Context: an optimization exercise on an open-source flow, tuned for small area. The choices shown serve that exercise and are no tape-out recipe. The RTL was checked by simulation tests, not by an equivalence proof against the original design. Power and IR drop assume default switching activity.

==> flow/design.v (excerpt) <==
module banco_registradores #(
    parameter int                 DATA_W   = 32,
    parameter int                 ADDR_W   = 5,
    parameter logic [DATA_W-1:0]  RESET_SP = 32'h7FFF_EFFC
) (
    input  logic                 clk,
    input  logic                 rst_n,
    input  logic [ADDR_W-1:0]    rs_addr,
    input  logic [ADDR_W-1:0]    rt_addr,
    output logic [DATA_W-1:0]    rs_data,
    output logic [DATA_W-1:0]    rt_data,
    input  logic                 wr_en,
    input  logic [ADDR_W-1:0]    wr_addr,
    input  logic [DATA_W-1:0]    wr_data,
    output logic [2**ADDR_W-1:0] dirty
);
For scale: about 3200 cells after synthesis, ~1000 flip-flops, about 150 I/O pins, roughly 0.039 mm² of cells after synthesis.
Settings: LEC_CHECK=0, CAP_MARGIN=10, CORE_MARGIN=2, CORE_UTILIZATION=40, PLACE_DENSITY=0.7, SLEW_MARGIN=10, SYNTH_HIERARCHICAL=1; clock period 5.5 ns.
standard.sh (not shown) runs the stock make flow with config.mk's settings and CLKGATE_MAP_FILE= SYNTH_SCRIPT=/design/flow/synth_recipe.tcl, a recipe that flattens the netlist after the stock synthesis.
==> flow/flow/run.sh <==
#!/bin/bash
# Own layout flow: the standard ORFS flow (standard.sh), unchanged
# synthesis, with plain buffers on the ports and a clock tree of fewer,
# smaller buffers without dummy loads. make's output goes to flow_make.log;
# ORFS keeps each step's log under orfs/logs.
set -euo pipefail
export BUFFER_PORTS_ARGS="-buffer_cell sky130_fd_sc_hd__buf_2"
export CTS_ARGS="-sink_clustering_enable -repair_clock_nets -dont_use_dummy_load -buf_list {sky130_fd_sc_hd__clkbuf_8} -sink_clustering_size 16 -sink_clustering_max_diameter 60"
bash standard.sh finish > flow_make.log 2>&1
The baseline finished clean.
Edit:
Settings changed: CAP_MARGIN 10 to 20, CORE_UTILIZATION 40 to 50, CTS_BUF_LIST from default to sky130_fd_sc_hd__clkbuf_4 sky130_fd_sc_hd__clkbuf_8, PLACE_DENSITY 0.7 to default, SLEW_MARGIN 10 to 20.
The new run went through all stages and came out clean.
Worst setup slack gets worse by 0.076 ns.
Final cell count goes down by 4.6%.
Design area stays flat.
Routed wire length goes up by 5.5%.
Clock-buffer cell count goes up by 6.

* * *

banco_registradores again, from the RTL that the note above started with.
==> flow/config.mk <==
export PLATFORM = sky130hd
export DESIGN_NAME = banco_registradores
export DESIGN_NICKNAME = banco_registradores
export VERILOG_FILES = /design/flow/design.v
export SDC_FILE = /design/flow/constraint.sdc
export NUM_CORES = 4
export LEC_CHECK = 0
export CAP_MARGIN = 20
export CORE_MARGIN = 2
export CORE_UTILIZATION = 50
export CTS_BUF_LIST = sky130_fd_sc_hd__clkbuf_4 sky130_fd_sc_hd__clkbuf_8
export SLEW_MARGIN = 20
export SYNTH_HIERARCHICAL = 1
==> flow/constraint.sdc <==
create_clock -name core_clock -period 5.5 [get_ports {clk}]
set_input_delay 1.1000 -clock core_clock [delete_from_list [all_inputs] [get_ports {clk}]]
set_output_delay 1.1000 -clock core_clock [all_outputs]
set_load 0.01 [all_outputs]
==> flow/flow/run.sh <==
#!/bin/bash
# Own layout flow: the standard ORFS flow (standard.sh), unchanged
# synthesis, with plain buffers on the ports and a clock tree of fewer,
# smaller buffers without dummy loads. make's output goes to flow_make.log;
# ORFS keeps each step's log under orfs/logs.
set -euo pipefail
export BUFFER_PORTS_ARGS="-buffer_cell sky130_fd_sc_hd__buf_1"
export CTS_ARGS="-sink_clustering_enable -repair_clock_nets -dont_use_dummy_load -buf_list {sky130_fd_sc_hd__clkbuf_16} -sink_clustering_size 30 -sink_clustering_max_diameter 80"
bash standard.sh finish > flow_make.log 2>&1
The baseline finished clean.
Edit:
==> flow/flow/run.sh (replaced) <==
#!/bin/bash
# Own layout flow: the standard ORFS flow (standard.sh), unchanged
# synthesis, with plain buffers on the ports and a clock tree of smaller
# buffers. Each tool's output goes to a log file in this folder.
set -euo pipefail
export BUFFER_PORTS_ARGS="-buffer_cell sky130_fd_sc_hd__buf_2"
bash standard.sh finish > flow_make.log 2>&1
Result:
- design area goes up by 4.9%
- die area stays the same
- area after synthesis is unchanged
- cell count climbs by 4.1%
- power grows by 20%
- wire length falls by 7.8%
- sequential share of layout area went down by 2.2 points
- combinational power hardly moves
- sequential power stays flat
- utilization increases by 2.8 points
Edit:
==> flow/flow/run.sh (replaced) <==
#!/bin/bash
# Own layout flow: the standard ORFS flow (standard.sh), unchanged
# synthesis, with plain buffers on the ports and a clock tree of fewer,
# smaller buffers without dummy loads. make's output goes to flow_make.log;
# ORFS keeps each step's log under orfs/logs.
set -euo pipefail
export BUFFER_PORTS_ARGS="-buffer_cell sky130_fd_sc_hd__buf_2"
export CTS_ARGS="-sink_clustering_enable -repair_clock_nets -dont_use_dummy_load -buf_list {sky130_fd_sc_hd__clkbuf_8} -sink_clustering_size 20 -sink_clustering_max_diameter 50"
bash standard.sh finish > flow_make.log 2>&1
Settings changed: CAP_MARGIN 20 to 15, CTS_BUF_LIST sky130_fd_sc_hd__clkbuf_4 sky130_fd_sc_hd__clkbuf_8 to default, SLEW_MARGIN 20 to 15.
What happened: Fmax rose by 0.38%; sequential share of layout area rises by 2.5 points; clock-buffer cell count drops by 177.
Edit:
--- a/flow/flow/run.sh
+++ b/flow/flow/run.sh
@@ -7,3 +7,3 @@
 export BUFFER_PORTS_ARGS="-buffer_cell sky130_fd_sc_hd__buf_2"
-export CTS_ARGS="-sink_clustering_enable -repair_clock_nets -dont_use_dummy_load -buf_list {sky130_fd_sc_hd__clkbuf_8} -sink_clustering_size 20 -sink_clustering_max_diameter 50"
+export CTS_ARGS="-sink_clustering_enable -repair_clock_nets -dont_use_dummy_load -buf_list {sky130_fd_sc_hd__clkbuf_8} -sink_clustering_size 16 -sink_clustering_max_diameter 60"
 bash standard.sh finish > flow_make.log 2>&1
Settings changed: CAP_MARGIN 15 to 10, CORE_UTILIZATION 50 to 40, SLEW_MARGIN 15 to 10.
=>
- power drops by about 3%
- final cell count climbs by about 4%
- cell area drops by 0.32%
- worst hold slack is better by 0.0098 ns
- setup slack is worse by 0.0054 ns
- sequential cell count does not change
- first-iteration DRC count drops by about 4.3%
- synthesized cell count stays the same

* * *

banco_registradores, a different RTL version from the one above (not shown whole).
Size: roughly 1000 flip-flops, about 0.038 mm² of cells after synthesis.
export LEC_CHECK = 0
export CAP_MARGIN = 20
export CORE_MARGIN = 2
export CORE_UTILIZATION = 50
export SLEW_MARGIN = 20
export SYNTH_HIERARCHICAL = 1
create_clock -name core_clock -period 5.5 [get_ports {clk}]
==> flow/flow/run.sh <==
#!/bin/bash
# Own layout flow: the standard ORFS flow (standard.sh), unchanged
# synthesis, with plain buffers on the ports and a clock tree of fewer,
# smaller buffers without dummy loads. make's output goes to flow_make.log;
# ORFS keeps each step's log under orfs/logs.
set -euo pipefail
export BUFFER_PORTS_ARGS="-buffer_cell sky130_fd_sc_hd__buf_2"
export CTS_ARGS="-sink_clustering_enable -repair_clock_nets -dont_use_dummy_load -buf_list {sky130_fd_sc_hd__clkbuf_8} -sink_clustering_size 16 -sink_clustering_max_diameter 60"
bash standard.sh finish > flow_make.log 2>&1
Then changed:
CAP_MARGIN = 10   (was 20)
CORE_UTILIZATION = 40   (was 50)
SLEW_MARGIN = 10   (was 20)
=> The new run produced a layout that fails on capacitance limit. Area after synthesis stays the same. Final cell count grows by about 6%. Global-route usage decreases by 9.7 points. Total power grows by about 0.45%. Non-clock buffer count stays the same. Count of clock-buffer cells in the layout rose by 4. Fmax came out lower by about 2.6%. Utilization shrinks by 11 points. Design area increases by 0.32%. Wire length hardly moves.
Then changed:
CAP_MARGIN = 15   (was 10)
PLACE_DENSITY = 0.7   (was not set)
SLEW_MARGIN = 15   (was 10)
Result: This time the run finished clean. Flip-flop and latch count stays the same. Cell count went up slightly. Final area is about the same. Total power decreases slightly. Global-route usage goes down by 3.2 points. Wire length shrinks by a little under a tenth. Register-to-register slack gains 0.67 ns. Non-clock buffer count rose by 31.

-- static timing again, ports no longer ideal --
The flow's constraints put no driver on any port. The routed layouts listed below were extracted and timed again, unchanged, in two steps. Step 1: set_driving_cell puts a clkbuf_16 on clk and a buf_2 on each other input, an assumption about the parent block. Step 2 adds t to the input delays and takes it off the output delays; t is the mean of the earliest and latest rising clock arrival at the registers after step 1. Input paths then give back, and output paths get back, about the clock's delay inside the block. Three values: ideal, step 1, step 2; two values: the first two.
| run | t, ns | setup slack, ns | slew at the worst register clock pin (ns) | pins driven straight from the clock port |
|---|---|---|---|---|
| the first run of note 1 | 0.785 | 0.460 / 0.409 / 0.409 | 0.11 / 0.11 | 1 |
| the second run of note 1 | 0.787 | 0.384 / 0.347 / 0.347 | 0.11 / 0.11 | 1 |
| the first run of note 2 | 0.736 | 0.282 / 0.245 / 0.245 | 0.12 / 0.12 | 1 |
| the second run of note 2 | 0.897 | 0.342 / 0.305 / 0.305 | 0.07 / 0.07 | 1 |
| the third run of note 2 | 0.802 | 0.361 / 0.327 / 0.327 | 0.12 / 0.12 | 1 |
| the fourth run of note 2 | 0.772 | 0.356 / 0.315 / 0.315 | 0.12 / 0.12 | 1 |
| the first run of note 3 | 0.772 | 0.195 / 0.110 / 0.110 | 0.11 / 0.11 | 1 |
| the second run of note 3 | 0.778 | 0.053 / -0.039 / -0.039 | 0.11 / 0.11 | 1 |
| the third run of note 3 | 0.793 | 0.113 / 0.091 / 0.091 | 0.11 / 0.11 | 1 |
For the second run of note 3, which loses most, drivers alone change the setup slack by -0.092 ns; drivers and shift together by -0.092 ns.
